This is an optimization exercise on Yosys and OpenROAD, whose aim is small area, a short achievable clock period and few clock cycles, not a production implementation. At most, simulation tests tie the RTL to the original design; equivalence was not proved. The RTL of run 1 was laid out without a check of its function.

`design/flow/config.mk`:
```
export PLATFORM = sky130hd
export DESIGN_NAME = dlog_search
export DESIGN_NICKNAME = dlog_search
export VERILOG_FILES = /design/flow/design.v
export SDC_FILE = /design/flow/constraint.sdc
export NUM_CORES = 4
export LEC_CHECK = 0
export ABC_AREA = 1
export CAP_MARGIN = 20
export CORE_MARGIN = 2
export CORE_UTILIZATION = 40
export SLEW_MARGIN = 20
```
`design/flow/constraint.sdc`:
```
create_clock -name core_clock -period 125.0 [get_ports {clk}]
set_input_delay 25.0000 -clock core_clock [delete_from_list [all_inputs] [get_ports {clk}]]
set_output_delay 25.0000 -clock core_clock [all_outputs]
set_load 0.01 [all_outputs]
```
`design/flow/design.v`:
```
module dlog_mont (
  input  logic [15:0] abits,
  input  logic [15:0] bop,
  input  logic [15:0] n_q,
  input  logic [16:0] bn_q,    
  input  logic        vm,
  output logic [15:0] mont,
  output logic [15:0] dbits
);
  logic [15:0] sv [0:16];
  logic [16:0] cv [0:16];
  logic [16:0] qv;
  always_comb begin
    logic        a, q;
    logic [16:0] xs, ys, zs, ss, cc, sx;
    logic        sa, sq, sb, ss1_1, ss1_0, cc0_1, cc0_0, f1, f0, abn;
    sv[0] = '0;
    cv[0] = '0;
    qv[0] = ~vm & abits[0] & bop[0];
    for (int i = 0; i < 16; i++) begin
      a  = abits[i];
      q  = qv[i];
      ys = a ? bn_q : {1'b0, n_q};
      zs = a ? {1'b0, bop} : 17'd0;
      sa = a & ~q;
      sq = ~a & q;
      sb = a & q;
      xs = ({17{sa}} & {1'b0, bop}) | ({17{sq}} & {1'b0, n_q}) | ({17{sb}} & bn_q);
      sx = {1'b0, sv[i]};
      ss = sx ^ cv[i] ^ xs;
      cc = (sx & cv[i]) | (sx & xs) | (cv[i] & xs);
      dbits[i] = ss[0];
      sv[i+1]  = ss[16:1];
      cv[i+1]  = cc;
      abn   = (i < 15) ? (abits[(i+1)%16] & bop[0]) : 1'b0;
      ss1_1 = sx[1] ^ cv[i][1] ^ ys[1];
      ss1_0 = sx[1] ^ cv[i][1] ^ zs[1];
      cc0_1 = (sx[0] & cv[i][0]) | (sx[0] & ys[0]) | (cv[i][0] & ys[0]);
      cc0_0 = (sx[0] & cv[i][0]) | (sx[0] & zs[0]) | (cv[i][0] & zs[0]);
      f1 = ss1_1 ^ cc0_1 ^ abn;
      f0 = ss1_0 ^ cc0_0 ^ abn;
      qv[i+1] = ~vm & (q ? f1 : f0);
    end
  end
  logic [17:0] tsum, tdif;
  always_comb begin
    tsum = {2'b0, sv[16]} + {1'b0, cv[16]};
    tdif = tsum - {2'b0, n_q};
    mont = tdif[17] ? tsum[15:0] : tdif[15:0];
  end
endmodule
module dlog_search #(
  parameter int unsigned len = 16
) (
  input  logic           clk,
  input  logic           rst,
  input  logic           start,
  input  logic [len-1:0] g_in,
  input  logic [len-1:0] y_in,
  input  logic [len-1:0] r,
  input  logic [len-1:0] max_exp,
  output logic [len-1:0] x_out,
  output logic           found,
  output logic           done,
  output logic           busy
);
  localparam logic [2:0] StIdle = 3'd0;
  localparam logic [2:0] StFin  = 3'd1;
  localparam logic [2:0] StNorm = 3'd2;
  localparam logic [2:0] StDiv  = 3'd3;
  localparam logic [2:0] StSq   = 3'd4;
  localparam logic [2:0] StSq2  = 3'd5;
  localparam logic [2:0] StIter = 3'd6;
  logic [2:0]  state_q, state_d;
  logic [15:0] x_q, x_d;
  logic        found_q, found_d;
  logic        done_d, done_q;
  logic [15:0] n_q, n_d;         
  logic [15:0] g_q, g_d;         
  logic [15:0] w_q, w_d;         
  logic [15:0] b_q, b_d;         
  logic [16:0] bn_q, bn_d;       
  logic [15:0] acc0_q, acc0_d;   
  logic [15:0] acc1_q, acc1_d;   
  logic [15:0] accv0_q, accv0_d; 
  logic [15:0] accv1_q, accv1_d; 
  logic [15:0] lim_q, lim_d;     
  logic [3:0]  s_q, s_d;         
  logic [3:0]  cnt_q, cnt_d;
  logic        first_q, first_d;
  logic        ylt_q, ylt_d;
  logic        ph_q, ph_d;       
  logic        vm_q, vm_d;       
  logic        even;
  assign even = (s_q != 4'd0);
  logic [15:0] abits0, abits1, bop, mont0, mont1, dbits0, dbits1;
  always_comb begin
    for (int i = 0; i < 16; i++) begin
      abits0[i] = vm_q ? accv0_q[15-i] : acc0_q[i];
      abits1[i] = vm_q ? accv1_q[15-i] : acc1_q[i];
    end
    bop = vm_q ? g_q : b_q;
  end
  dlog_mont u_lane0 (.abits(abits0), .bop(bop), .n_q(n_q), .bn_q(bn_q), .vm(vm_q),
                     .mont(mont0), .dbits(dbits0));
  dlog_mont u_lane1 (.abits(abits1), .bop(bop), .n_q(n_q), .bn_q(bn_q), .vm(vm_q),
                     .mont(mont1), .dbits(dbits1));
  logic [15:0] nh, wred;
  logic [16:0] wdif;
  logic [15:0] tm_next, revy;
  logic [3:0]  s_inc;
  always_comb begin
    nh    = n_q >> 1;
    wdif  = {1'b0, w_q} - {1'b0, nh};
    wred  = wdif[16] ? w_q : wdif[15:0];
    s_inc = s_q + 4'd1;
    for (int k = 0; k < 16; k++) begin
      tm_next[k] = (5'(k) + 5'(s_inc) >= 5'd16);
      revy[k]    = y_in[15-k];
    end
  end
  logic        bit1, bit2;
  logic [16:0] t1, t2, d1, d2;
  logic [15:0] b1, b2, bsum_in;
  always_comb begin
    bit1 = ~cnt_q[3] & g_q[15];
    bit2 = ~cnt_q[3] & g_q[14];
    t1   = {b_q, bit1};
    d1   = t1 - {1'b0, n_q};
    b1   = d1[16] ? t1[15:0] : d1[15:0];
    t2   = {b1, bit2};
    d2   = t2 - {1'b0, n_q};
    b2   = d2[16] ? t2[15:0] : d2[15:0];
    bsum_in = (state_q == StDiv) ? b2 : b_q;
  end
  logic [15:0] tm, cmpv0, cmpv1, xp1;
  logic        match0, match1, lim0, lim1;
  always_comb begin
    for (int k = 0; k < 16; k++) tm[k] = (5'(k) + 5'(s_q) >= 5'd16);
    cmpv0  = acc0_q | (accv0_q & tm);
    cmpv1  = acc1_q | (accv1_q & tm);
    match0 = ylt_q & (cmpv0 == w_q);
    match1 = ylt_q & (cmpv1 == w_q);
    xp1    = x_q + 16'd1;
    lim0   = (x_q == lim_q);
    lim1   = (xp1 == lim_q);
  end
  logic fin_now, gskip;
  always_comb begin
    fin_now = (n_q[15:1] == '0) || (w_q == 16'd1) || (lim_q == '0);
    gskip   = (g_q < n_q);
  end
  always_comb begin
    state_d = state_q;
    x_d     = x_q;
    found_d = found_q;
    done_d  = 1'b0;
    n_d     = n_q;
    g_d     = g_q;
    w_d     = w_q;
    b_d     = b_q;
    bn_d    = {1'b0, bsum_in} + {1'b0, n_q};
    acc0_d  = acc0_q;
    acc1_d  = acc1_q;
    accv0_d = accv0_q;
    accv1_d = accv1_q;
    lim_d   = lim_q;
    s_d     = s_q;
    cnt_d   = cnt_q;
    first_d = 1'b0;
    ylt_d   = first_q ? (w_q < n_q) : ylt_q;
    ph_d    = ph_q;
    vm_d    = vm_q;
    case (state_q)
      StIdle: begin
        n_d     = r;
        g_d     = g_in;
        w_d     = y_in;
        lim_d   = max_exp;
        b_d     = '0;
        s_d     = '0;
        cnt_d   = '0;
        ph_d    = 1'b0;
        vm_d    = 1'b0;
        first_d = 1'b1;
        if (start) begin
          state_d = r[0] ? StDiv : StNorm;
        end
      end
      StFin: begin
        done_d  = 1'b1;
        state_d = StIdle;
      end
      StNorm: begin
        n_d = nh;
        s_d = s_inc;
        if (n_q[1]) begin
          w_d     = wred | (revy & tm_next);
          state_d = StDiv;
        end else begin
          w_d = wred;
        end
      end
      StDiv: begin
        cnt_d = cnt_q + 4'd1;
        if ((cnt_q == 4'd0) && gskip) begin
          b_d    = g_q;
          acc0_d = g_q;
          cnt_d  = 4'd8;
        end else begin
          b_d  = b2;
          if (!cnt_q[3]) g_d = {g_q[13:0], g_q[15:14]};
          if (cnt_q == 4'd7) acc0_d = b2;           
        end
        if (cnt_q == 4'd15) begin
          acc1_d = b2;                              
          for (int i = 0; i < 16; i++) begin
            accv0_d[15-i] = g_q[i];                 
            accv1_d[15-i] = g_q[i];
          end
          state_d = StSq;
        end
      end
      StSq: begin
        acc1_d  = mont0;
        b_d     = mont1;
        vm_d    = even;
        state_d = StSq2;
      end
      StSq2: begin
        if (vm_q) begin
          for (int i = 0; i < 16; i++) accv1_d[15-i] = dbits1[i];
          g_d     = dbits0;
        end
        x_d     = 16'd1;
        ph_d    = 1'b0;
        vm_d    = even;
        state_d = StIter;
      end
      StIter: begin
        if (vm_q || !even) begin
          if (match0) begin
            found_d = 1'b1;
            done_d  = 1'b1;
            state_d = StIdle;
          end else if (lim0) begin
            found_d = 1'b0;
            done_d  = 1'b1;
            state_d = StIdle;
          end else if (match1) begin
            found_d = 1'b1;
            x_d     = xp1;
            done_d  = 1'b1;
            state_d = StIdle;
          end else if (lim1) begin
            found_d = 1'b0;
            x_d     = xp1;
            done_d  = 1'b1;
            state_d = StIdle;
          end else if (even) begin
            for (int i = 0; i < 16; i++) begin
              accv0_d[15-i] = dbits0[i];
              accv1_d[15-i] = dbits1[i];
            end
            ph_d    = 1'b1;
            vm_d    = 1'b0;
          end else begin
            acc0_d = mont0;
            acc1_d = mont1;
            x_d    = x_q + 16'd2;
          end
        end else begin
          acc0_d = mont0;
          acc1_d = mont1;
          x_d    = x_q + 16'd2;
          ph_d   = 1'b0;
          vm_d   = 1'b1;
        end
      end
      default: state_d = StIdle;
    endcase
    if (first_q && (state_q != StIdle) && fin_now) begin
      found_d = (n_q[15:1] != '0) && (w_q == 16'd1);
      x_d     = '0;
      state_d = StFin;
    end
  end
  always_ff @(posedge clk or negedge rst) begin
    if (!rst) begin
      state_q <= StIdle;
      x_q     <= '0;
      found_q <= 1'b0;
      done_q  <= 1'b0;
    end else begin
      state_q <= state_d;
      x_q     <= x_d;
      found_q <= found_d;
      done_q  <= done_d;
    end
  end
  always_ff @(posedge clk) begin
    n_q     <= n_d;
    g_q     <= g_d;
    w_q     <= w_d;
    b_q     <= b_d;
    bn_q    <= bn_d;
    acc0_q  <= acc0_d;
    acc1_q  <= acc1_d;
    accv0_q <= accv0_d;
    accv1_q <= accv1_d;
    lim_q   <= lim_d;
    s_q     <= s_d;
    cnt_q   <= cnt_d;
    first_q <= first_d;
    ylt_q   <= ylt_d;
    ph_q    <= ph_d;
    vm_q    <= vm_d;
  end
  assign x_out = x_q;
  assign found = found_q;
  assign done  = done_q;
  assign busy  = (state_q != StIdle);
endmodule
```
`design/flow/flow/run.sh`:
```
#!/bin/bash
# The standard layout (standard synthesis, floorplan, placement, CTS, routing),
# with ORFS's timing repair asked to keep 98 ns of setup slack at the design's
# 125 ns clock, so that it works on the register-to-register paths.
bash standard.sh SETUP_SLACK_MARGIN=98 finish > standard.log 2>&1
```
`design/flow/standard.sh`:
```
#!/bin/bash
# synth_recipe.tcl (not shown) runs the flow's synth.tcl, then flattens the netlist and writes it again
# the make line also repeats each setting of config.mk as NAME=value (left out here)
make -C /OpenROAD-flow-scripts/flow DESIGN_CONFIG=/design/flow/config.mk WORK_HOME=/design/flow/orfs CLKGATE_MAP_FILE= SYNTH_SCRIPT=/design/flow/synth_recipe.tcl "${@:-finish}"
```
==> results of run 1 <==
## flip-flops by register name (all words and copies together), names as in the netlist, 3 cells and up
| register | flops |
|---|---|
| bn_q | 17 |
| acc0_q | 16 |
| acc1_q | 16 |
| accv0_q | 16 |
| accv1_q | 16 |
| b_q | 16 |
| g_q | 16 |
| lim_q | 16 |
| n_q | 16 |
| w_q | 16 |
| x_q | 16 |
| cnt_q | 4 |
| s_q | 4 |
| state_q | 3 |
## cell families after synthesis
kind of cell	Yosys count
AO/OA/AOI/OAI	1541
AND/OR/NAND/NOR	1490
buffers and inverters	1028
adder cells (fa/ha/maj)	704
XOR/XNOR	248
flip-flops	193
multiplexers	3
## routing by layer
layer  vias up  GRT usage, %  share of wire [%]  routed length [um]
li1      17700             -                  -                   -
met1     19300          42.4                 38               67000
met2      2493          52.5                 44               77900
met5         -             0             0.0085                  15
met4         4          19.8                7.2               12700
met3       616          6.39                 10               18000
## synth_stat cells (7+ instances only)
cell,instances,share of area (%)
o21bai_1,31,0.58
xor2_1,179,3.9
nand3_4,22,0.96
nand2_1,708,6.6
a21oi_1,516,6.4
buf_2,9,0.11
dfrtp_1,21,1.3
or2_2,48,0.74
nand3_2,50,1.2
nand4_1,57,0.88
a2111oi_0,7,0.15
dfxtp_1,18,0.89
nor2_1,274,2.6
o211ai_1,25,0.47
nor3_1,17,0.21
o22ai_1,444,6.9
o21ai_0,356,4.4
inv_2,13,0.12
o221ai_1,52,1.1
buf_1,18,0.17
a31oi_1,14,0.22
xnor2_1,69,1.5
edfxtp_1,154,11
o21ai_1,30,0.37
o21ai_2,7,0.15
inv_1,687,6.4
nand2_2,61,0.95
buf_6,8,0.22
ha_1,250,7.8
a221oi_1,11,0.24
clkbuf_8,26,0.89
clkbuf_1,255,2.4
a21o_1,10,0.19
fa_1,454,23
nand2_4,26,0.73
nor4_1,18,0.28
nand3_1,179,2.2
## stage by stage
| stage | instances | setup WS (ps) | utilization (%) |
|---|---|---|---|
| 5_1_grt | 6457 | 98020 | 43.3 |
| 6_report | 6458 | 98090 | 43.3 |
| 2_1_floorplan | 5207 | 98320 | - |
| 3_5_place_dp | 6396 | 96250 | 42.2 |
| 4_1_cts | 6432 | 98000 | 42.9 |
| 3_3_place_gp | 6394 | 96060 | 42.2 |
## final timing paths
| path | slack, ps | start | depth (start not counted) | end |
|---|---|---|---|---|
| hold reg to reg | 470 | first_q$_DFF_P_ | 0 | ylt_q$_DFFE_PP_ |
| setup reg to reg | 99590 | vm_q$_SDFFCE_PN0P_ | 121 | acc1_q[10]$_DFFE_PP_ |
| setup / recovery | 98090 | state_q[0]$_DFFE_PN0P_ | 5 | busy |
| min in group asynchronous | 24800 | rst | 1 | x_q[4]$_DFFE_PN0P_ |
| hold / removal | 470 | first_q$_DFF_P_ | 0 | ylt_q$_DFFE_PP_ |
| max in group asynchronous | 99720 | rst | 2 | state_q[1]$_DFFE_PN0P_ |
## cell type report
class	count	area, um2	share of cell area, %
flip-flops and latches	193	5510	12.7
inverters	704	2670	6.17
repair inverters	1	7.51	0.0173
repair buffers	242	2060	4.75
well taps	1298	1620	3.75
clock inverters	14	163	0.376
multi-input cells	3987	30800	71.2
diodes	1	2.50	0.00578
clock buffers	18	429	0.991
## timing repair
action	4_1_cts	5_1_grt
buffers inserted	3	24
setup endpoints to repair	49	49
cloned	1	1
gates resized for setup	21	77
pin swaps	3	9
## critical path, delay by kind of cell, from the launching register on
kind | cells | cell delay (ps)
and+or+nand+nor | 2 | 320
DFF | 1 | 460
buffers and inverters | 3 | 600
==> flow_summary.ini, run 1 <==
[run_status]
status = timing/DRC/antenna clean

[cells_and_area]
final_common_cell = nand2_1
design_area_um2 = 43300
mostFrequentLayoutCells = 688 x nand2_1, 673 x inv_1, 516 x a21oi_1
nets = 5917
fillers = 10100
drive_above_1_share_pct = 9.96
area_growth_pct = 7.36

[sta]
finalHoldViolations = 0
min_period_ps = 26910
tns_ps = 0
holdWs_ps = 474
fmax_mhz = 37.2
worstMarginPinSlew_ps = 1210
setup_violations = 0
skew_ps = 14.8
slew-limit-headroom_pct = 18.7
slew_viol_final = 0
finalCritPeriodShare_pct = 21.5
rsz0062_at_grt = false

[floorplan]
die-height_um = 321
row_count = 116
die_w_um = 321
initial_core_util_pct = 40.3
ioPinCount = 86
die_area_um2 = 103000
fp.coreArea_um2 = 100000

[routing]
first_iter_violations = 4851
wl_um = 176000
vias_per_cell = 6.21
vias = 40100
firstDrtPassIters = 6
drc = 0
wl_per_cell_um = 27.2
detail-route-antenna-nets = 0

[logic_synthesis]
ys_types = 70
syn_nets = 5978
syn_inst = 5207
netlist_area_um2 = 40300
synth_compound_area_share_pct = 22.0
synth_top_family_by_area = adder cells
synth_flop_cell = edfxtp_1
async_flop_share_pct = 10.9
synthMuxAreaShare_pct = 0.0776
ys.warnings.count = 4
yosys.area_share.simple_pct = 18.0
synthAdderAreaFrac_pct = 30.3
synth-seq-cells = 193
yosysSeqAreaShare_pct = 13.7
synth_edf_count = 154
synth_area_per_cell_um2 = 7.74
synth_xor_area_share_pct = 5.39

[worst_setup_path]
crit_slowest_cell = dfrtp_1
cpPeakStageDelay_ps = 460
crit_path_cell_trace = nor2_2, inv_2, nor2_4, clkinvlp_4, dlygate4sd2_1
required_ps = 100000
critical_path.max_fanout = 4
crit_arrival_ps = 1910
startpoint_type = flop
crit_type = reg2out
endpoint_kind = output pin

[cts]
numClockSinks = 193
cts_htree_levels = 4
postCtsHoldBufs = 0
cts.path.max_buffers = 2
cts_made_buffers = 17
root_buffer = clkbuf_16
clock_latency_ps = 510
path_clk_slew_ps = 90
cts_tree = yes

[place]
portBuffers = 85
gp_congestion = 1.02
placed_cell_area_um2 = 42200
dpl.hpwl_um = 133000

[global_routing]
grt_pass1_vias = 38900
antenna_found_initial = 3
groute.usage.overall_pct = 33.3
grt_pass1_wl_um = 255000
grt-ovfl-total = 0
grt_max_degree = 57

[job]
drv_cap = 0

[min_path]
min_path_type = reg2reg
==> inputs of run 2 (changes only) <==
--- a/design/flow/design.v
+++ b/design/flow/design.v
@@ -15,3 +15,3 @@
     logic [16:0] xs, ys, zs, ss, cc, sx;
-    logic        sa, sq, sb, ss1_1, ss1_0, cc0_1, cc0_0, f1, f0, abn;
+    logic        ss1_1, ss1_0, cc0_1, cc0_0, f1, f0, abn;
     sv[0] = '0;
@@ -24,6 +24,3 @@
       zs = a ? {1'b0, bop} : 17'd0;
-      sa = a & ~q;
-      sq = ~a & q;
-      sb = a & q;
-      xs = ({17{sa}} & {1'b0, bop}) | ({17{sq}} & {1'b0, n_q}) | ({17{sb}} & bn_q);
+      xs = q ? ys : zs;
       sx = {1'b0, sv[i]};
==> design/flow/run.sh (new file) <==
#!/bin/bash
# synth_recipe.tcl (not shown) runs the flow's synth.tcl, then flattens the netlist and writes it again
# the make line also repeats each setting of config.mk as NAME=value (left out here)
make -C /OpenROAD-flow-scripts/flow DESIGN_CONFIG=/design/flow/config.mk WORK_HOME=/design/flow/orfs CLKGATE_MAP_FILE= SYNTH_SCRIPT=/design/flow/synth_recipe.tcl finish
removed: design/flow/flow/run.sh
removed: design/flow/standard.sh
==> flow_summary.ini, run 2 <==
[cells_and_area]
regMostFlops = bn_q
final_common_cell = nand2_1
largest_reg_flops = 17
nets = 6448
drive_above_1_share_pct = 4.85
mostFrequentLayoutCells = 939 x nand2_1, 790 x inv_1, 530 x nor2_1
area_growth_pct = 5.96
design_area_um2 = 45000

[logic_synthesis]
yosysSeqAreaShare_pct = 13.0
ys.warnings.count = 4
synth-seq-cells = 193
yosysTopAreaCellShare_pct = 21.4
netlist_area_um2 = 42500
synth_area_per_cell_um2 = 7.23
syn_inst = 5875
netlist_top_cells_count = 939 x nand2_1, 794 x inv_1, 534 x nor2_1
synthTopCellsByArea = fa_1 21%, edfxtp_1 11%, nand2_1 8.3%
yosysTopAreaCell = fa_1
syn_nets = 6646
synth_flop_cell = edfxtp_1
synth_edf_count = 154
ys_types = 62
yosysMostFrequentCell = nand2_1
async_flop_share_pct = 10.9

[routing]
wl_met1_um = 72100
vias = 43300
vias_per_cell = 6.11
first_iter_violations = 5985
met2_length_um = 77000
met3_length_um = 22300
wl_per_cell_um = 25.8
route.top_layer_used = met5
wl_um = 183000
drc = 0
detail-route-antenna-nets = 0
firstDrtPassIters = 10

[worst_setup_path]
required_ps = 125160
r2r-start = vm_q$_SDFFCE_PN0P_
crit_type = reg2reg
cpPeakStageDelay_ps = 1020
critical_path.max_fanout = 101
crit_arrival_ps = 27240
crit_slowest_cell = o21ai_0
reg2regPathDepth = 114
regToRegSetupSlack_ps = 97920
cpMostUsedCell = inv_1
startpoint_type = flop
endpoint_kind = flop
timing.rr.end = acc1_q[10]$_DFFE_PP_

[run_status]
status = timing/DRC/antenna clean

[min_path]
min_from = first_q$_DFF_P_
min_path_type = reg2reg
hold-path-cell-count = 0
whs_endpoint = ylt_q$_DFFE_PP_

[global_routing]
grt_pass1_vias = 40400
grt-ovfl-total = 0
grt_pass1_wl_um = 268000
antenna_found_initial = 6
groute.usage.overall_pct = 33.2
grt_max_degree = 102

[sta]
slew_viol_final = 0
setup_ws_ps = 97920
setup_violations = 0
fmax_mhz = 36.9
finalCritPeriodShare_pct = 21.7
min_period_ps = 27080
slew-limit-headroom_pct = 23.0
tns_ps = 0
finalHoldViolations = 0
skew_ps = 15.8
rsz0062_at_grt = false
worstMarginPinSlew_ps = 1150

[cts]
cts_htree_levels = 4
cts_made_buffers = 17
cts_setup_buffers = 0
cts_tree = yes
cts-resized-gates = 0
numClockSinks = 193
root_buffer = clkbuf_16
postCtsHoldBufs = 0
cts.path.max_buffers = 2
clock_latency_ps = 470
path_clk_slew_ps = 80

[floorplan]
fp.coreArea_um2 = 105000
initial_core_util_pct = 40.4
die-height_um = 330
ioPinCount = 86
row_count = 119
die_area_um2 = 109000
die_w_um = 330

[place]
gp_congestion = 1.01
dpl.hpwl_um = 135000
preCtsSetupSlack_ps = 98550
placed_cell_area_um2 = 44400
portBuffers = 85

[job]
drv_cap = 0
-- run 2: kinds of logic after synthesis --
family,count (synthesis),synth area share [%]
fa+ha+maj,704,28.7
mux,4,0.0971
xor+xnor,263,5.44
compound gates,1591,22.8
simple gates,1875,18.7
flops,193,13.0
buf+inv,1245,11.3
-- run 2: area by class of cell --
type | instances | area [um2]
tap | 1391 | 1740
fill | 10800 | 60200
timing repair buffer | 210 | 1810
antenna | 6 | 15.0
multi-input combinational | 4437 | 32300
clock buffer | 19 | 433
inverter | 818 | 3070
sequential | 193 | 5510
clock inverter | 11 | 158
-- run 2: how the worst max path moves through the flow --
stage	start	endpoint	slack (ps)	cells after the start
2_1_floorplan	state_q[0]$_DFFE_PN0P_	busy	99240	3
3_3_place_gp	state_q[2]$_DFFE_PN0P_	busy	98580	3
3_5_place_dp	state_q[2]$_DFFE_PN0P_	busy	98550	3
4_1_cts	state_q[2]$_DFFE_PN0P_	busy	98060	3
5_1_grt	vm_q$_SDFFCE_PN0P_	acc1_q[3]$_DFFE_PP_	95980	118
6_report	vm_q$_SDFFCE_PN0P_	acc1_q[10]$_DFFE_PP_	97920	114
-- run 2: critical path, delay by kind of cell (launching register included) --
kind	cells	cell delay, ps
AO/OA/AOI/OAI	28	5950
XOR/XNOR	15	2780
adder cells (fa/ha/maj)	19	7590
buffers and inverters	20	2480
flip-flops	1	390
AND/OR/NAND/NOR	32	7480
-- run 2: through the flow --
stage | hold slack (ps) | std cells | utilization [%]
detailed placement | 455 | 7048 | 42.2
global route | 489 | 7079 | 42.8
CTS | 468 | 7078 | 42.7
global placement | 458 | 7048 | 42.2
floorplan | 434 | 5875 | -
finish | 464 | 7085 | 42.8
-- run 2: per-layer routing --
layer	global-route usage, %	vias up
li1	-	19400
met1	44.7	20700
met2	49.4	2650
met3	8.22	538
met4	16.7	4
met5	0	-
Testbench counts of run 2, summed over its fixed seeds: cycles 39,841.
==> inputs of run 3 (changes only) <==
--- a/design/flow/design.v
+++ b/design/flow/design.v
@@ -15,3 +15,3 @@
     logic [16:0] xs, ys, zs, ss, cc, sx;
-    logic        ss1_1, ss1_0, cc0_1, cc0_0, f1, f0, abn;
+    logic        sa, sq, sb, ss1_1, ss1_0, cc0_1, cc0_0, f1, f0, abn;
     sv[0] = '0;
@@ -24,3 +24,6 @@
       zs = a ? {1'b0, bop} : 17'd0;
-      xs = q ? ys : zs;
+      sa = a & ~q;
+      sq = ~a & q;
+      sb = a & q;
+      xs = ({17{sa}} & {1'b0, bop}) | ({17{sq}} & {1'b0, n_q}) | ({17{sb}} & bn_q);
       sx = {1'b0, sv[i]};
@@ -81,4 +84,2 @@
   logic [15:0] acc1_q, acc1_d;   
-  logic [15:0] accv0_q, accv0_d; 
-  logic [15:0] accv1_q, accv1_d; 
   logic [15:0] lim_q, lim_d;     
@@ -88,17 +89,8 @@
   logic        ylt_q, ylt_d;
-  logic        ph_q, ph_d;       
-  logic        vm_q, vm_d;       
-  logic        even;
-  assign even = (s_q != 4'd0);
-  logic [15:0] abits0, abits1, bop, mont0, mont1, dbits0, dbits1;
-  always_comb begin
-    for (int i = 0; i < 16; i++) begin
-      abits0[i] = vm_q ? accv0_q[15-i] : acc0_q[i];
-      abits1[i] = vm_q ? accv1_q[15-i] : acc1_q[i];
-    end
-    bop = vm_q ? g_q : b_q;
-  end
-  dlog_mont u_lane0 (.abits(abits0), .bop(bop), .n_q(n_q), .bn_q(bn_q), .vm(vm_q),
+  logic        ev_q, ev_d;       
+  logic [15:0] bop1, mont0, mont1, dbits0, dbits1;
+  assign bop1 = ev_q ? g_q : b_q;
+  dlog_mont u_lane0 (.abits(acc0_q), .bop(b_q), .n_q(n_q), .bn_q(bn_q), .vm(1'b0),
                      .mont(mont0), .dbits(dbits0));
-  dlog_mont u_lane1 (.abits(abits1), .bop(bop), .n_q(n_q), .bn_q(bn_q), .vm(vm_q),
+  dlog_mont u_lane1 (.abits(acc1_q), .bop(bop1), .n_q(n_q), .bn_q(bn_q), .vm(ev_q),
                      .mont(mont1), .dbits(dbits1));
@@ -132,13 +124,16 @@
   end
-  logic [15:0] tm, cmpv0, cmpv1, xp1;
+  logic [15:0] tm, cmpv0, cmpv1, rev1, xp1;
   logic        match0, match1, lim0, lim1;
   always_comb begin
-    for (int k = 0; k < 16; k++) tm[k] = (5'(k) + 5'(s_q) >= 5'd16);
-    cmpv0  = acc0_q | (accv0_q & tm);
-    cmpv1  = acc1_q | (accv1_q & tm);
+    for (int k = 0; k < 16; k++) begin
+      tm[k]   = (5'(k) + 5'(s_q) >= 5'd16);
+      rev1[k] = acc1_q[15-k];
+    end
+    cmpv0  = acc0_q | (rev1 & tm);
+    cmpv1  = acc1_q;
     match0 = ylt_q & (cmpv0 == w_q);
-    match1 = ylt_q & (cmpv1 == w_q);
+    match1 = ylt_q & ~ev_q & (cmpv1 == w_q);
     xp1    = x_q + 16'd1;
     lim0   = (x_q == lim_q);
-    lim1   = (xp1 == lim_q);
+    lim1   = ~ev_q & (xp1 == lim_q);
   end
@@ -161,4 +156,2 @@
     acc1_d  = acc1_q;
-    accv0_d = accv0_q;
-    accv1_d = accv1_q;
     lim_d   = lim_q;
@@ -168,4 +161,3 @@
     ylt_d   = first_q ? (w_q < n_q) : ylt_q;
-    ph_d    = ph_q;
-    vm_d    = vm_q;
+    ev_d    = ev_q;
     case (state_q)
@@ -176,2 +168,3 @@
         lim_d   = max_exp;
+        ev_d    = ~r[0];
         b_d     = '0;
@@ -179,4 +172,2 @@
         cnt_d   = '0;
-        ph_d    = 1'b0;
-        vm_d    = 1'b0;
         first_d = 1'b1;
@@ -212,8 +203,10 @@
         if (cnt_q == 4'd15) begin
-          acc1_d = b2;                              
-          for (int i = 0; i < 16; i++) begin
-            accv0_d[15-i] = g_q[i];                 
-            accv1_d[15-i] = g_q[i];
+          if (ev_q) begin
+            acc1_d  = g_q;                          
+            x_d     = 16'd1;
+            state_d = StIter;
+          end else begin
+            acc1_d  = b2;                           
+            state_d = StSq;
           end
-          state_d = StSq;
         end
@@ -223,3 +216,2 @@
         b_d     = mont1;
-        vm_d    = even;
         state_d = StSq2;
@@ -227,9 +219,3 @@
       StSq2: begin
-        if (vm_q) begin
-          for (int i = 0; i < 16; i++) accv1_d[15-i] = dbits1[i];
-          g_d     = dbits0;
-        end
         x_d     = 16'd1;
-        ph_d    = 1'b0;
-        vm_d    = even;
         state_d = StIter;
@@ -237,39 +223,24 @@
       StIter: begin
-        if (vm_q || !even) begin
-          if (match0) begin
-            found_d = 1'b1;
-            done_d  = 1'b1;
-            state_d = StIdle;
-          end else if (lim0) begin
-            found_d = 1'b0;
-            done_d  = 1'b1;
-            state_d = StIdle;
-          end else if (match1) begin
-            found_d = 1'b1;
-            x_d     = xp1;
-            done_d  = 1'b1;
-            state_d = StIdle;
-          end else if (lim1) begin
-            found_d = 1'b0;
-            x_d     = xp1;
-            done_d  = 1'b1;
-            state_d = StIdle;
-          end else if (even) begin
-            for (int i = 0; i < 16; i++) begin
-              accv0_d[15-i] = dbits0[i];
-              accv1_d[15-i] = dbits1[i];
-            end
-            ph_d    = 1'b1;
-            vm_d    = 1'b0;
-          end else begin
-            acc0_d = mont0;
-            acc1_d = mont1;
-            x_d    = x_q + 16'd2;
-          end
+        if (match0) begin
+          found_d = 1'b1;
+          done_d  = 1'b1;
+          state_d = StIdle;
+        end else if (lim0) begin
+          found_d = 1'b0;
+          done_d  = 1'b1;
+          state_d = StIdle;
+        end else if (match1) begin
+          found_d = 1'b1;
+          x_d     = xp1;
+          done_d  = 1'b1;
+          state_d = StIdle;
+        end else if (lim1) begin
+          found_d = 1'b0;
+          x_d     = xp1;
+          done_d  = 1'b1;
+          state_d = StIdle;
         end else begin
           acc0_d = mont0;
-          acc1_d = mont1;
-          x_d    = x_q + 16'd2;
-          ph_d   = 1'b0;
-          vm_d   = 1'b1;
+          acc1_d = ev_q ? dbits1 : mont1;
+          x_d    = ev_q ? xp1 : x_q + 16'd2;
         end
@@ -305,4 +276,2 @@
     acc1_q  <= acc1_d;
-    accv0_q <= accv0_d;
-    accv1_q <= accv1_d;
     lim_q   <= lim_d;
@@ -312,4 +281,3 @@
     ylt_q   <= ylt_d;
-    ph_q    <= ph_d;
-    vm_q    <= vm_d;
+    ev_q    <= ev_d;
   end
==> flow_summary.ini, run 3 <==
[cells_and_area]
largest_reg_flops = 17
multiInputGateArea_um2 = 29900
seq_area_um2 = 4550
drive_above_1_share_pct = 8.75
nets = 5829
finalNonFillerCells = 6369
area_growth_pct = 7.27
fillers = 9769
mostFrequentLayoutCells = 827 x nand2_1, 665 x inv_1, 457 x a21oi_1
final_common_cell = nand2_1
regMostFlops = bn_q

[place]
gp_congestion = 1.05
preCtsSetupSlack_ps = 96960
portBuffers = 85
dpl.cell_count = 6330
dpl.hpwl_um = 132000

[logic_synthesis]
syn_inst = 5145
yosysTopAreaCell = fa_1
synth_compound_area_share_pct = 21.2
synth-seq-cells = 161
syn_nets = 5890
yosysSeqAreaShare_pct = 11.8
synth_flop_cell = edfxtp_1
synthTopCellsByArea = fa_1 23%, edfxtp_1 9.5%, nand2_1 8.0%
synthAdderAreaFrac_pct = 30.6
yosysMostFrequentCell = nand2_1
yosysTopAreaCellShare_pct = 22.9
synth_xor_area_share_pct = 4.95
netlist_top_cells_count = 827 x nand2_1, 667 x inv_1, 457 x a21oi_1
yosys.area_share.simple_pct = 20.4
ys.warnings.count = 4
netlist_area_um2 = 38600
ys_types = 67
synth_top_family_by_area = adder cells
async_flop_share_pct = 13.0
synth_area_per_cell_um2 = 7.50
synthMuxAreaShare_pct = 0.208
synth_edf_count = 122

[worst_setup_path]
r2r-start = ev_q$_DFFE_PP_
endpoint_kind = flop
reg2regPathDepth = 124
regToRegSetupSlack_ps = 96780
crit_arrival_ps = 28450
cpPeakStageDelay_ps = 910
startpoint_type = flop
crit_slowest_cell = edfxtp_1
timing.rr.end = acc1_q[1]$_DFFE_PP_
crit_end = acc1_q[1]$_DFFE_PP_
crit_type = reg2reg
critical_path.max_fanout = 33
startpoint = ev_q$_DFFE_PP_
required_ps = 125230

[global_routing]
antenna_found_initial = 7
grt_pass1_wl_um = 259000
groute.usage.overall_pct = 35.4
grt-ovfl-total = 0
grt_pass1_vias = 38600
grt_max_degree = 55

[sta]
finalHoldViolations = 0
min_period_ps = 28220
rsz0062_at_grt = false
tns_ps = 0
finalCritPeriodShare_pct = 22.6
slew_viol_final = 0
worstMarginPinSlew_ps = 1230
skew_ps = 14.0
setup_violations = 0
slew-limit-headroom_pct = 17.4
fmax_mhz = 35.4
setup_ws_ps = 96780

[routing]
wl_um = 177000
wl_per_cell_um = 27.8
vias_per_cell = 6.28
drc = 0
firstDrtPassIters = 8
first_iter_violations = 5770
detail-route-antenna-nets = 0
vias = 40000

[cts]
cts_setup_buffers = 0
postCtsHoldBufs = 0
root_buffer = clkbuf_16
cts_htree_levels = 4
numClockSinks = 161
cts-resized-gates = 0
cts_tree = yes
cts.path.max_buffers = 2
path_clk_slew_ps = 70
clock_latency_ps = 500
cts_made_buffers = 17

[floorplan]
die_w_um = 315
row_count = 113
initial_core_util_pct = 40.5
die-height_um = 315
fp.coreArea_um2 = 95300
ioPinCount = 86
die_area_um2 = 98900

[min_path]
min_path_type = reg2reg
hold-path-cell-count = 0

[run_status]
status = timing/DRC/antenna clean

[job]
drv_cap = 0
## run 3: worst min path at each step
stage                           end  slack [ps]       startpoint
CTS                 ylt_q$_DFFE_PP_         480  first_q$_DFF_P_
global route        ylt_q$_DFFE_PP_         490  first_q$_DFF_P_
global placement    ylt_q$_DFFE_PP_         460  first_q$_DFF_P_
detailed placement  ylt_q$_DFFE_PP_         470  first_q$_DFF_P_
floorplan           ylt_q$_DFFE_PP_         430  first_q$_DFF_P_
finish              ylt_q$_DFFE_PP_         480  first_q$_DFF_P_
## run 3: area by class of cell
| class | instances | area share [%] |
|---|---|---|
| antenna | 7 | 0.0423 |
| clock buffer | 18 | 1.09 |
| clock inverter | 14 | 0.447 |
| inverter | 723 | 6.58 |
| multi-input combinational | 3947 | 72.3 |
| sequential | 161 | 11.0 |
| tap | 1265 | 3.82 |
| timing repair buffer | 234 | 4.74 |
## run 3: metal layers
layer	wire length, um	share of wire [%]	GRT usage [%]	up-vias
met5	66	0.037	0	-
met4	12500	7.0	20.2	4
met3	26400	15	13.0	662
met2	70700	40	50.0	2927
met1	67200	38	46.4	19100
li1	-	-	-	17300
## run 3: logic make-up (layout without fill, tap and decap cells)
logic type,count (synthesis),count (layout)
simple gates,1662,1662
compound gates,1381,1381
buf+inv,1037,989
fa+ha+maj,678,678
xor+xnor,218,218
flops,161,161
mux,8,8
other cells,0,7
## run 3: stage by stage
stage	utilization, %	hold WS (ps)	cell area, um2
6_report	43.4	480	41400
5_1_grt	43.4	489	41400
4_1_cts	43.4	483	41400
3_5_place_dp	42.7	465	40700
3_3_place_gp	42.7	462	40700
2_1_floorplan	-	434	38600
## run 3: critical path: cells and delay by family, from the launching register on
family	cells	cell delay, ps
adders and majority gates	18	7510
DFF	1	910
muxes	1	440
buffers and inverters	20	2930
and+or+nand+nor	50	10200
AOI/OAI and AO/OA	20	3130
xor gates and xnor gates	15	2710
Testbench counts of run 3, summed over its fixed seeds: cycles 39,820.
==> inputs of run 4 (changes only) <==
--- a/design/flow/design.v
+++ b/design/flow/design.v
@@ -15,3 +15,3 @@
     logic [16:0] xs, ys, zs, ss, cc, sx;
-    logic        sa, sq, sb, ss1_1, ss1_0, cc0_1, cc0_0, f1, f0, abn;
+    logic        sa, sq, sb, cc0, e, f1, f0, abn;
     sv[0] = '0;
@@ -34,9 +34,8 @@
       cv[i+1]  = cc;
-      abn   = (i < 15) ? (abits[(i+1)%16] & bop[0]) : 1'b0;
-      ss1_1 = sx[1] ^ cv[i][1] ^ ys[1];
-      ss1_0 = sx[1] ^ cv[i][1] ^ zs[1];
-      cc0_1 = (sx[0] & cv[i][0]) | (sx[0] & ys[0]) | (cv[i][0] & ys[0]);
-      cc0_0 = (sx[0] & cv[i][0]) | (sx[0] & zs[0]) | (cv[i][0] & zs[0]);
-      f1 = ss1_1 ^ cc0_1 ^ abn;
-      f0 = ss1_0 ^ cc0_0 ^ abn;
+      abn = (i < 15) ? (abits[(i+1)%16] & bop[0]) : 1'b0;
+      cc0 = vm ? ((sx[0] & cv[i][0]) | (sx[0] & zs[0]) | (cv[i][0] & zs[0]))
+               : (sx[0] | cv[i][0]);
+      e   = sx[1] ^ cv[i][1] ^ cc0 ^ abn;
+      f1  = e ^ ys[1];
+      f0  = e ^ zs[1];
       qv[i+1] = ~vm & (q ? f1 : f0);
==> design/flow/flow/run.sh (new file) <==
#!/bin/bash
# The standard layout (standard synthesis, floorplan, placement, CTS, routing),
# with ORFS's timing repair asked to keep 99 ns of setup slack at the design's
# 125 ns clock, so that it works on the register-to-register paths.
bash standard.sh SETUP_SLACK_MARGIN=99 finish > standard.log 2>&1
==> design/flow/standard.sh (new file) <==
#!/bin/bash
# synth_recipe.tcl (not shown) runs the flow's synth.tcl, then flattens the netlist and writes it again
# the make line also repeats each setting of config.mk as NAME=value (left out here)
make -C /OpenROAD-flow-scripts/flow DESIGN_CONFIG=/design/flow/config.mk WORK_HOME=/design/flow/orfs CLKGATE_MAP_FILE= SYNTH_SCRIPT=/design/flow/synth_recipe.tcl "${@:-finish}"
removed: design/flow/run.sh
==> flow_summary.ini, run 4 <==
[run_status]
status = timing/DRC/antenna clean

[floorplan]
die_area_um2 = 95400
initial_core_util_pct = 40.4
fp.coreArea_um2 = 91900
ioPinCount = 86
die_w_um = 309
die-height_um = 309
row_count = 111

[logic_synthesis]
yosysTopAreaCellShare_pct = 23.8
syn_nets = 5649
ys.warnings.count = 4
synthTopCellsByArea = fa_1 24%, edfxtp_1 9.9%, ha_1 8.4%
synth_flop_cell = edfxtp_1
synth_area_per_cell_um2 = 7.60
async_flop_share_pct = 13.0
yosysSeqAreaShare_pct = 12.2
yosysMostFrequentCell = nand2_1
yosysTopAreaCell = fa_1
synth-seq-cells = 161
syn_inst = 4891
synth_edf_count = 122
netlist_area_um2 = 37200
netlist_top_cells_count = 732 x nand2_1, 665 x inv_1, 515 x a21oi_1
ys_types = 74

[global_routing]
grt-ovfl-total = 0
grt_pass1_wl_um = 249000
grt_pass1_vias = 36500
antenna_found_initial = 9
grt_max_degree = 66
groute.usage.overall_pct = 35.9

[sta]
slew_viol_final = 0
slew-limit-headroom_pct = 23.3
rsz0062_at_grt = true
worstMarginPinSlew_ps = 1150
setup_violations = 0
tns_ps = 0
skew_ps = 14.3
fmax_mhz = 37.9
finalHoldViolations = 0
min_period_ps = 26390
finalCritPeriodShare_pct = 21.1

[cells_and_area]
fin_util_pct = 43.6
drive_above_1_share_pct = 9.95
regMostFlops = bn_q
final_common_cell = nand2_1
nets = 5611
largest_reg_flops = 17
mostFrequentLayoutCells = 726 x nand2_1, 654 x inv_1, 514 x a21oi_1
area_growth_pct = 7.93

[worst_setup_path]
endpoint_kind = output pin
crit_arrival_ps = 1390
cpPeakStageDelay_ps = 420
crit_type = reg2out
critical_path.max_fanout = 2
timing.critical_path.buf_inv = 3
cpMostUsedCell = nor2_4
required_ps = 100000
cpLargestDelayFamily = flip-flops
startpoint_type = flop
crit_slowest_cell = dfrtp_1
crit_path_cell_trace = nor2_4, inv_2, nor2_4, inv_4, buf_6

[routing]
wl_per_cell_um = 28.3
drc = 0
wl_um = 173000
first_iter_violations = 5632
detail-route-antenna-nets = 0
vias = 38200
vias_per_cell = 6.26
firstDrtPassIters = 7

[cts]
cts.path.max_buffers = 2
cts_made_buffers = 17
cts_tree = yes
numClockSinks = 161
clock_latency_ps = 460
postCtsHoldBufs = 0
cts_htree_levels = 4
root_buffer = clkbuf_16
path_clk_slew_ps = 80

[job]
drv_cap = 0

[min_path]
min_path_type = reg2reg

[place]
gp_congestion = 1.07
dpl.hpwl_um = 130000
portBuffers = 85
## run 4: cell type report
type                            instances  area (um2)
Clock buffer                           18         429
Multi-Input combinational cell       3726       28700
Antenna cell                            3        7.51
Fill cell                            9448       51800
Timing Repair Buffer                  252        2120
Tap cell                             1243        1560
Sequential cell                       161        4570
Clock inverter                         14         153
Inverter                              695        2630
## run 4: metal layers
layer,part of all wire (%),GRT usage [%]
met4,7.8,22.0
met3,14,12.2
met1,38,46.7
met5,0.021,0
met2,40,51.2
## run 4: worst paths after layout
| path | end | cells after the start | slack [ps] | from |
|---|---|---|---|---|
| setup / recovery | busy | 5 | 98610 | state_q[1]$_DFFE_PN0P_ |
| hold / removal | ylt_q$_DFFE_PP_ | 0 | 490 | first_q$_DFF_P_ |
| setup reg to reg | acc1_q[9]$_DFFE_PP_ | 130 | 100500 | b_q[0]$_SDFFCE_PN0P_ |
| hold reg to reg | ylt_q$_DFFE_PP_ | 0 | 490 | first_q$_DFF_P_ |
| max in group asynchronous | x_q[12]$_DFFE_PN0P_ | 1 | 100090 | rst |
| min in group asynchronous | x_q[11]$_DFFE_PN0P_ | 1 | 24520 | rst |
## run 4: what timing repair did
action,CTS,global route
cloned,1,1
buffers inserted,22,12
gates resized for setup,113,65
endpoints found under the setup margin,51,67
pin swaps,2,3
## run 4: cell families (layout without fill, tap and decap cells)
| kind of cell | Yosys count | after routing | synth area share, % |
|---|---|---|---|
| muxes | 7 | 7 | 0.188 |
| xor gates and xnor gates | 187 | 187 | 4.41 |
| other | 0 | 3 | 0 |
| adders and majority gates | 691 | 691 | 32.2 |
| DFF | 161 | 161 | 12.2 |
| AOI/OAI and AO/OA | 1397 | 1397 | 22.0 |
| buffers and inverters | 1006 | 979 | 11.3 |
| and+or+nand+nor | 1442 | 1444 | 17.7 |
## run 4: per-stage QoR
step	area, um2	cells	worst slack (ps)	hold WS (ps)
5_1_grt	40100	6110	98600	504
6_report	40100	6112	98610	490
4_1_cts	39800	6096	98630	488
3_3_place_gp	39100	6041	98050	480
2_1_floorplan	37200	4891	98940	434
3_5_place_dp	39100	6041	97960	493
Testbench counts of run 4, summed over its fixed seeds: cycles 39,820.
==> inputs of run 5 (changes only) <==
--- a/design/flow/design.v
+++ b/design/flow/design.v
@@ -5,3 +5,2 @@
   input  logic [16:0] bn_q,    
-  input  logic        vm,
   output logic [15:0] mont,
@@ -18,3 +17,3 @@
     cv[0] = '0;
-    qv[0] = ~vm & abits[0] & bop[0];
+    qv[0] = abits[0] & bop[0];
     for (int i = 0; i < 16; i++) begin
@@ -35,4 +34,3 @@
       abn = (i < 15) ? (abits[(i+1)%16] & bop[0]) : 1'b0;
-      cc0 = vm ? ((sx[0] & cv[i][0]) | (sx[0] & zs[0]) | (cv[i][0] & zs[0]))
-               : (sx[0] | cv[i][0]);
+      cc0 = sx[0] | cv[i][0];
       e   = sx[1] ^ cv[i][1] ^ cc0 ^ abn;
@@ -40,3 +38,3 @@
       f0  = e ^ zs[1];
-      qv[i+1] = ~vm & (q ? f1 : f0);
+      qv[i+1] = q ? f1 : f0;
     end
@@ -87,12 +85,15 @@
   logic        first_q, first_d;
+  logic        dchk_q, dchk_d;   
   logic        ylt_q, ylt_d;
   logic        ev_q, ev_d;       
-  logic [15:0] bop1, mont0, mont1, dbits0, dbits1;
+  logic [15:0] bop1, n1, mont0, mont1, dbits0, dbits1;
+  logic [16:0] bn1;
   assign bop1 = ev_q ? g_q : b_q;
-  dlog_mont u_lane0 (.abits(acc0_q), .bop(b_q), .n_q(n_q), .bn_q(bn_q), .vm(1'b0),
+  assign n1   = ev_q ? 16'd0 : n_q;
+  assign bn1  = ev_q ? {1'b0, g_q} : bn_q;
+  dlog_mont u_lane0 (.abits(acc0_q), .bop(b_q), .n_q(n_q), .bn_q(bn_q),
                      .mont(mont0), .dbits(dbits0));
-  dlog_mont u_lane1 (.abits(acc1_q), .bop(bop1), .n_q(n_q), .bn_q(bn_q), .vm(ev_q),
+  dlog_mont u_lane1 (.abits(acc1_q), .bop(bop1), .n_q(n1), .bn_q(bn1),
                      .mont(mont1), .dbits(dbits1));
-  logic [15:0] nh, wred;
-  logic [16:0] wdif;
+  logic [15:0] nh;
   logic [15:0] tm_next, revy;
@@ -101,4 +102,2 @@
     nh    = n_q >> 1;
-    wdif  = {1'b0, w_q} - {1'b0, nh};
-    wred  = wdif[16] ? w_q : wdif[15:0];
     s_inc = s_q + 4'd1;
@@ -109,10 +108,13 @@
   end
-  logic        bit1, bit2;
+  logic        bit1, bit2, gskip;
   logic [16:0] t1, t2, d1, d2;
-  logic [15:0] b1, b2, bsum_in;
-  always_comb begin
-    bit1 = ~cnt_q[3] & g_q[15];
+  logic [15:0] b1, b2, bsum_in, wred;
+  always_comb begin
     bit2 = ~cnt_q[3] & g_q[14];
-    t1   = {b_q, bit1};
+    if (state_q == StNorm)  t1 = {w_q, 1'b0};
+    else if (dchk_q)        t1 = {1'b0, g_q};
+    else                    t1 = {b_q, ~cnt_q[3] & g_q[15]};
     d1   = t1 - {1'b0, n_q};
+    wred  = d1[16] ? w_q : d1[16:1];
+    gskip = d1[16];
     b1   = d1[16] ? t1[15:0] : d1[15:0];
@@ -138,6 +140,5 @@
   end
-  logic fin_now, gskip;
+  logic fin_now;
   always_comb begin
     fin_now = (n_q[15:1] == '0) || (w_q == 16'd1) || (lim_q == '0);
-    gskip   = (g_q < n_q);
   end
@@ -159,2 +160,3 @@
     first_d = 1'b0;
+    dchk_d  = dchk_q;
     ylt_d   = first_q ? (w_q < n_q) : ylt_q;
@@ -172,2 +174,3 @@
         first_d = 1'b1;
+        dchk_d  = 1'b1;
         if (start) begin
@@ -192,6 +195,10 @@
         cnt_d = cnt_q + 4'd1;
-        if ((cnt_q == 4'd0) && gskip) begin
-          b_d    = g_q;
-          acc0_d = g_q;
-          cnt_d  = 4'd8;
+        if (dchk_q) begin
+          dchk_d = 1'b0;
+          cnt_d  = 4'd0;
+          if (gskip) begin
+            b_d    = g_q;
+            acc0_d = g_q;
+            cnt_d  = 4'd8;
+          end
         end else begin
@@ -201,3 +208,3 @@
         end
-        if (cnt_q == 4'd15) begin
+        if ((cnt_q == 4'd15) && !dchk_q) begin
           if (ev_q) begin
@@ -279,2 +286,3 @@
     first_q <= first_d;
+    dchk_q  <= dchk_d;
     ylt_q   <= ylt_d;
==> flow_summary.ini, run 5 <==
[routing]
vias_per_cell = 6.08
detail-route-antenna-nets = 0
drc = 0
firstDrtPassIters = 8
wl_per_cell_um = 25.7
first_iter_violations = 4628
wl_um = 158000
vias = 37300

[worst_setup_path]
endpoint_kind = output pin
critical_path.max_fanout = 2
required_ps = 100000
crit_arrival_ps = 1390
crit_type = reg2out
startpoint_type = flop

[logic_synthesis]
syn_nets = 5649
synthTopCellsByArea = fa_1 24%, edfxtp_1 10%, inv_1 7.7%
synth_area_per_cell_um2 = 7.39
synth_edf_count = 123
ys_types = 65
yosysTopAreaCell = fa_1
synth-seq-cells = 162
yosysSeqAreaShare_pct = 12.5
synth_flop_cell = edfxtp_1
netlist_area_um2 = 36500
yosysMostFrequentCell = inv_1
netlist_top_cells_count = 747 x inv_1, 701 x nand2_1, 525 x a21oi_1
ys.warnings.count = 4
async_flop_share_pct = 13.0
syn_inst = 4942
yosysTopAreaCellShare_pct = 23.9

[sta]
finalCritPeriodShare_pct = 21.1
rsz0062_at_grt = true
skew_ps = 15.7
tns_ps = 0
slew-limit-headroom_pct = 20.1
worstMarginPinSlew_ps = 1190
finalHoldViolations = 0
fmax_mhz = 37.9
slew_viol_final = 0
setup_ws_ps = 98610
min_period_ps = 26390
setup_violations = 0

[floorplan]
fp.coreArea_um2 = 90300
die_w_um = 306
row_count = 110
initial_core_util_pct = 40.4
die-height_um = 306
ioPinCount = 86
die_area_um2 = 93700

[global_routing]
antenna_found_initial = 7
grt_pass1_vias = 36500
grt_max_degree = 62
grt_pass1_wl_um = 234000
grt-ovfl-total = 0
groute.usage.overall_pct = 33.1

[job]
drv_cap = 0

[cells_and_area]
fin_util_pct = 44.1
design_area_um2 = 39800
area_growth_pct = 9.13
regMostFlops = bn_q
mostFrequentLayoutCells = 733 x inv_1, 696 x nand2_1, 520 x a21oi_1
nets = 5654
drive_above_1_share_pct = 9.90
final_common_cell = inv_1
largest_reg_flops = 17

[cts]
cts_tree = yes
postCtsHoldBufs = 0
clock_latency_ps = 470
path_clk_slew_ps = 70
cts.path.max_buffers = 2
root_buffer = clkbuf_16
cts_made_buffers = 17
cts_htree_levels = 4
numClockSinks = 162

[place]
portBuffers = 85
placed_cell_area_um2 = 38700
dpl.hpwl_um = 125000
preCtsSetupSlack_ps = 98080
gp_congestion = 1.01

[min_path]
min_path_type = reg2reg

[run_status]
status = timing/DRC/antenna clean
==> run 5: cell types whose count changed in the layout (fill, tap and decap cells not counted), sizes merged, moves of 12 or more <==
cell,change
xor2,-17
o221ai,-12
o211ai,+12
o21ai,+14
ha,-44
a21oi,+13
inv,+86
nand2,-37
clkinv,+19
nand3,+48
nor2,+39
==> run 5: worst paths after layout <==
kind,start,to,slack [ps],cells past startpoint
hold reg to reg,first_q$_DFF_P_,ylt_q$_DFFE_PP_,470,0
setup / recovery,state_q[0]$_DFFE_PN0P_,busy,98610,5
max in group asynchronous,rst,x_q[11]$_DFFE_PN0P_,100080,1
setup reg to reg,ev_q$_DFFE_PP_,acc1_q[1]$_DFFE_PP_,100540,121
min in group asynchronous,rst,x_q[1]$_DFFE_PN0P_,24510,1
hold / removal,first_q$_DFF_P_,ylt_q$_DFFE_PP_,470,0
==> run 5: cell type report <==
cell class                      count  area, um2
Inverter                          804       3060
Antenna cell                        3       7.51
Tap cell                         1176       1470
Multi-Input combinational cell   3716      28000
Timing Repair Buffer              246       2070
Clock buffer                       18        429
Clock inverter                     14        190
Sequential cell                   162       4590
Fill cell                        9349      50500
==> run 5: what timing repair did <==
item / CTS / global route
setup buffers: 19 / 20
endpoints found under the setup margin: 55 / 65
resized for setup: 110 / 66
pin swaps: 2 / 4
gates cloned: 1 / 0
==> run 5: stage by stage <==
step,hold slack [ps],instances
3_3_place_gp,441,6064
4_1_cts,476,6116
3_5_place_dp,459,6064
2_1_floorplan,434,4942
5_1_grt,484,6136
6_report,470,6139
==> run 5: critical path: stages (launching register included) <==
cell and delay [ps]:
dfrtp_1 390, nor2_1 120, inv_2 70, nor2_4 170, clkinv_4 70, buf_6 120
==> run 5: kinds of logic (layout without fill, tap and decap cells) <==
kind of cell	after synthesis	after routing	synth area share [%]
flip-flops	162	162	12.5
AND/OR/NAND/NOR	1501	1502	18.9
buffers and inverters	1065	1082	11.3
adder cells (fa/ha/maj)	640	640	30.9
XOR/XNOR	176	176	4.22
multiplexers	2	2	0.0548
AO/OA/AOI/OAI	1396	1396	22.1
other	0	3	0
==> run 5: metal layers <==
metal  vias to the layer above  track usage [%]  routed length [um]
met2                      2333             52.8               70500
met4                         6             17.5                9650
met5                         -                0                  34
met1                     17800             42.6               60400
li1                      16700                -                   -
met3                       517             6.50               17100
Testbench counts of run 5, summed over its fixed seeds: cycles 39,830.
==> inputs of run 6 (changes only) <==
--- a/design/flow/config.mk
+++ b/design/flow/config.mk
@@ -10,3 +10,3 @@
 export CORE_MARGIN = 2
-export CORE_UTILIZATION = 40
+export CORE_UTILIZATION = 30
 export SLEW_MARGIN = 20
==> flow_summary.ini, run 6 <==
[cells_and_area]
nets = 5662
mostFrequentLayoutCells = 733 x inv_1, 692 x nand2_1, 521 x a21oi_1
regMostFlops = bn_q
area_growth_pct = 10.8
drive_above_1_share_pct = 10.0
largest_reg_flops = 17
final_common_cell = inv_1
design_area_um2 = 40500

[routing]
wl_per_cell_um = 25.4
vias_per_cell = 5.80
first_iter_violations = 4513
drc = 0
firstDrtPassIters = 7
detail-route-antenna-nets = 0
vias = 38200
wl_um = 168000

[global_routing]
grt_pass1_wl_um = 244000
grt_pass1_vias = 36900
grt-ovfl-total = 0
grt_max_degree = 74
antenna_found_initial = 5
groute.usage.overall_pct = 26.2

[place]
dpl.hpwl_um = 130000
placed_cell_area_um2 = 39300
portBuffers = 85
gp_congestion = 1.00

[logic_synthesis]
yosysSeqAreaShare_pct = 12.5
ys.warnings.count = 4
syn_inst = 4942
netlist_area_um2 = 36500
yosysTopAreaCellShare_pct = 23.9
synth-seq-cells = 162
ys_types = 65
netlist_top_cells_count = 747 x inv_1, 701 x nand2_1, 525 x a21oi_1
async_flop_share_pct = 13.0
synthTopCellsByArea = fa_1 24%, edfxtp_1 10%, inv_1 7.7%
yosysTopAreaCell = fa_1
syn_nets = 5649
yosysMostFrequentCell = inv_1
synth_area_per_cell_um2 = 7.39
synth_flop_cell = edfxtp_1
synth_edf_count = 123

[worst_setup_path]
startpoint_type = flop
startpoint = state_q[1]$_DFFE_PN0P_
required_ps = 100000
endpoint_kind = output pin
r2r-start = ev_q$_DFFE_PP_
cpPeakStageDelay_ps = 400
critical_path.max_fanout = 2
crit_slowest_cell = dfrtp_1
cpLargestDelayFamily = flip-flops
crit_type = reg2out
crit_arrival_ps = 1360
timing.critical_path.buf_inv = 3
crit_path_cell_trace = nor2_2, inv_2, nor2_4, clkinv_4, buf_6

[cts]
cts_tree = yes
clock_latency_ps = 500
root_buffer = clkbuf_16
numClockSinks = 162
cts_htree_levels = 4
postCtsHoldBufs = 0
cts_made_buffers = 17
path_clk_slew_ps = 80
cts.path.max_buffers = 2

[min_path]
min_path_type = reg2reg
min_from = first_q$_DFF_P_

[floorplan]
row_count = 127
die_w_um = 353
initial_core_util_pct = 30.3
ioPinCount = 86
die_area_um2 = 124000
fp.coreArea_um2 = 120000
die-height_um = 353

[job]
drv_cap = 0

[sta]
worstMarginPinSlew_ps = 1140
setup_violations = 0
finalHoldViolations = 0
slew-limit-headroom_pct = 23.9
finalCritPeriodShare_pct = 21.1
rsz0062_at_grt = true
min_period_ps = 26360
tns_ps = 0
skew_ps = 19.1
fmax_mhz = 37.9
slew_viol_final = 0

[run_status]
status = timing/DRC/antenna clean
-- run 6: cell counts after synthesis --
Identical to the previous run, type by type.
-- run 6: area by class of cell --
class,instances,area [um2]
well taps,1612,2020
multi-input cells,3716,28100
clock buffers,19,475
clock inverters,13,109
fillers,12900,79800
flip-flops and latches,162,4600
diodes,3,7.51
inverters,804,3070
repair buffers,254,2130
-- run 6: cell families after synthesis --
family / after synthesis / synth area share (%)
buffers and inverters: 1065 / 11.3
flip-flops: 162 / 12.5
XOR/XNOR: 176 / 4.22
AND/OR/NAND/NOR: 1501 / 18.9
AO/OA/AOI/OAI: 1396 / 22.1
multiplexers: 2 / 0.0548
adder cells (fa/ha/maj): 640 / 30.9
-- run 6: what timing repair did --
item	4_1_cts	5_1_grt
buffers inserted	21	21
setup endpoints to repair	51	67
resized for setup	116	76
gates cloned	1	0
pin swaps	2	3
-- run 6: stage by stage --
step	hold slack (ps)	worst slack, ps	instances	util (%)
floorplan	434	98900	4942	-
global placement	441	98160	6504	32.6
global route	480	98590	6580	33.6
CTS	470	98600	6559	33.3
finish	476	98640	6583	33.6
detailed placement	452	98050	6505	32.7
-- run 6: layer usage --
metal  up-vias  global-route usage, %  part of all wire (%)
met3       511                   5.84                    11
met1     18500                   34.6                    40
met4         2                   12.9                   5.8
met5         -                      0                0.0054
met2      2483                   40.2                    44
li1      16700                      -                     -
-- run 6: worst paths after layout --
kind	end	slack, ps	cells past startpoint
worst min-delay path	ylt_q$_DFFE_PP_	480	0
max in group asynchronous	x_q[11]$_DFFE_PN0P_	100130	1
worst min register to register	ylt_q$_DFFE_PP_	480	0
worst max register to register	acc1_q[5]$_DFFE_PP_	100410	126
worst max-delay path	busy	98640	5
min in group asynchronous	x_q[5]$_DFFE_PN0P_	24470	1
==> inputs of run 7 (changes only) <==
--- a/design/flow/design.v
+++ b/design/flow/design.v
@@ -74,2 +74,3 @@
   logic        done_d, done_q;
+  logic        busy_q;
   logic [15:0] n_q, n_d;         
@@ -264,2 +265,3 @@
       state_q <= StIdle;
+      busy_q  <= 1'b0;
       x_q     <= '0;
@@ -269,2 +271,3 @@
       state_q <= state_d;
+      busy_q  <= (state_d != StIdle);
       x_q     <= x_d;
@@ -293,3 +296,3 @@
   assign done  = done_q;
-  assign busy  = (state_q != StIdle);
+  assign busy  = busy_q;   
 endmodule
==> design/flow/flow/run.sh (replaced) <==
#!/bin/bash
# The standard layout (standard synthesis, floorplan, placement, CTS, routing),
# with ORFS's timing repair asked to keep 99.4 ns of setup slack at the design's
# 125 ns clock, so that it works on the register-to-register paths.
bash standard.sh SETUP_SLACK_MARGIN=99.4 finish > standard.log 2>&1
--- a/design/flow/config.mk
+++ b/design/flow/config.mk
@@ -10,3 +10,3 @@
 export CORE_MARGIN = 2
-export CORE_UTILIZATION = 30
+export CORE_UTILIZATION = 40
 export SLEW_MARGIN = 20
==> flow_summary.ini, run 7 <==
[place]
dpl.hpwl_um = 126000
gp_congestion = 1.02
portBuffers = 85

[logic_synthesis]
syn_nets = 5647
netlist_area_um2 = 36700
synthTopCellsByArea = fa_1 24%, edfxtp_1 10%, nand2_1 7.7%
async_flop_share_pct = 13.5
yosysMostFrequentCell = nand2_1
netlist_top_cells_count = 757 x nand2_1, 724 x inv_1, 524 x a21oi_1
yosysTopAreaCellShare_pct = 23.7
synth_area_per_cell_um2 = 7.42
yosysTopAreaCell = fa_1
syn_inst = 4941
synth_flop_cell = edfxtp_1

[global_routing]
grt-ovfl-total = 0
antenna_found_initial = 3
groute.usage.overall_pct = 33.3
grt_pass1_vias = 36600

[sta]
min_period_ps = 26050
slew_viol_final = 0
finalHoldViolations = 0
tns_ps = 0
slew-limit-headroom_pct = 27.2
setup_violations = 0
fmax_mhz = 38.4
holdWs_ps = 482
worstMarginPinSlew_ps = 1080
skew_ps = 21.6
finalCritPeriodShare_pct = 20.8

[cts]
cts_htree_levels = 4
cts.path.max_buffers = 2
clock_latency_ps = 490
root_buffer = clkbuf_16
numClockSinks = 163
postCtsHoldBufs = 0
cts_tree = yes

[worst_setup_path]
startpoint_type = flop
crit_arrival_ps = 1050
cpPeakStageDelay_ps = 440
crit_slowest_cell = dfrtp_2
crit_path_cell_trace = buf_6
cpLargestDelayFamily = flip-flops
critical_path.max_fanout = 2
required_ps = 100000

[cells_and_area]
largest_reg_flops = 17
drive_above_1_share_pct = 10.3
area_growth_pct = 9.04
nets = 5676
final_common_cell = nand2_1
mostFrequentLayoutCells = 744 x nand2_1, 706 x inv_1, 519 x a21oi_1
regMostFlops = bn_q
multiInputGateArea_um2 = 28000
seq_area_um2 = 4620

[routing]
firstDrtPassIters = 7
wl_met1_um = 60500
drc = 0
wl_um = 158000
detail-route-antenna-nets = 0
first_iter_violations = 4587

[floorplan]
fp.coreArea_um2 = 91200
die_w_um = 307
initial_core_util_pct = 40.2
die-height_um = 307
ioPinCount = 86

[run_status]
status = timing/DRC/antenna clean
## run 7: cell count changes in the layout (fill, tap and decap cells not counted), sizes merged, moves of 5 or more
| cell | change |
|---|---|
| o21ai | +14 |
| nand2 | +54 |
| xnor2 | +12 |
| nand3 | -36 |
| a221oi | -6 |
| xor2 | -14 |
| o211ai | -11 |
| inv | -27 |
| nand3b | +5 |
| buf | +9 |
| nor4 | -7 |
| nand4 | +10 |
## run 7: layout make-up
cell class | instances | area share [%]
sequential | 163 | 11.6
antenna | 3 | 0.0188
timing repair buffer | 265 | 5.58
multi-input combinational | 3741 | 70.1
clock buffer | 18 | 1.07
tap | 1186 | 3.71
inverter | 782 | 7.51
clock inverter | 14 | 0.422
## run 7: stage by stage
step	std cells	setup slack [ps]	utilization (%)	instance area (um2)
floorplan	4941	99360	-	36700
global placement	6095	98680	42.5	38700
detailed placement	6095	98640	42.5	38700
CTS	6144	98950	43.3	39500
global route	6169	98930	43.8	40000
finish	6172	98950	43.8	40000
## run 7: kinds of logic (layout without fill, tap and decap cells)
group / after synthesis / in the layout / synth area share (%)
XOR/XNOR: 174 / 174 / 4.16
flip-flops: 163 / 163 / 12.6
other: 0 / 3 / 0
AND/OR/NAND/NOR: 1533 / 1533 / 18.9
multiplexers: 2 / 2 / 0.0546
buffers and inverters: 1037 / 1079 / 11.9
adder cells (fa/ha/maj): 639 / 639 / 30.7
AO/OA/AOI/OAI: 1393 / 1393 / 21.8
## run 7: layer usage
metal	vias up	global-route usage [%]
li1	16700	-
met1	18100	42.5
met2	2365	53.4
met3	562	7.10
met4	2	16.9
met5	-	0
## run 7: path summary, 6_finish.rpt
kind                                       from                   to  slack, ps  cells after the start
min in group asynchronous                   rst  x_q[13]$_DFFE_PN0P_      24860                      2
max reg2reg                b_q[0]$_SDFFCE_PN0P_  acc1_q[1]$_DFFE_PP_     100920                    124
max in group asynchronous                   rst   x_q[4]$_DFFE_PN0P_      99860                      2
min reg2reg                     first_q$_DFF_P_      ylt_q$_DFFE_PP_        480                      0
max                          x_q[0]$_DFFE_PN0P_             x_out[0]      98950                      1
min                             first_q$_DFF_P_      ylt_q$_DFFE_PP_        480                      0
## run 7: repair_timing
item                                    CTS  global route
buffers inserted                         17            25
resized for setup                       113            92
pin swaps                                 3             9
endpoints found under the setup margin   56            75
Testbench counts of run 7, summed over its fixed seeds: cycles 39,830.

==> static timing again, ports no longer ideal <==
The results above use ideal ports. As a check the final layouts listed here were re-extracted and re-timed, cells and wires unchanged.
Step 1 sets driving cells, clkbuf_16 on the clock port and buf_2 on the other inputs (assumed; they add their load-dependent delay and slew).
Step 2 adds t to the input delays and takes it off the output delays; t is the mean of the earliest and latest rising clock arrival at the registers after step 1. Input paths then give back, and output paths get back, about the clock's delay inside the block.
a / b / c = no drivers / after step 1 / after step 2; a / b = the first two.
run | t, ns | slack for setup (ns) | hold slack, ns | slew at the worst register clock pin (ns) | worst data-port slew with drivers (ns)
run 1 | 0.571 | 98.087 / 98.020 / 98.590 | 0.474 / 0.474 / 0.474 | 0.09 / 0.09 | 0.04
run 2 | 0.518 | 97.925 / 97.925 / 97.925 | 0.464 / 0.464 / 0.464 | 0.08 / 0.08 | 0.11
run 3 | 0.550 | 96.777 / 96.777 / 96.777 | 0.480 / 0.480 / 0.480 | 0.08 / 0.08 | 0.05
run 4 | 0.508 | 98.615 / 98.563 / 98.776 | 0.490 / 0.490 / 0.490 | 0.08 / 0.08 | 0.08
run 5 | 0.534 | 98.610 / 98.536 / 98.730 | 0.470 / 0.470 / 0.470 | 0.08 / 0.08 | 0.04
run 6 | 0.567 | 98.639 / 98.562 / 98.707 | 0.476 / 0.476 / 0.476 | 0.08 / 0.08 | 0.05
run 7 | 0.549 | 98.948 / 98.878 / 98.940 | 0.482 / 0.482 / 0.482 | 0.09 / 0.09 | 0.05
After both steps every run listed still meets setup and hold. The setup slack of run 7, which loses most, moves by -0.070 ns with the drivers and by -0.008 ns with both steps.
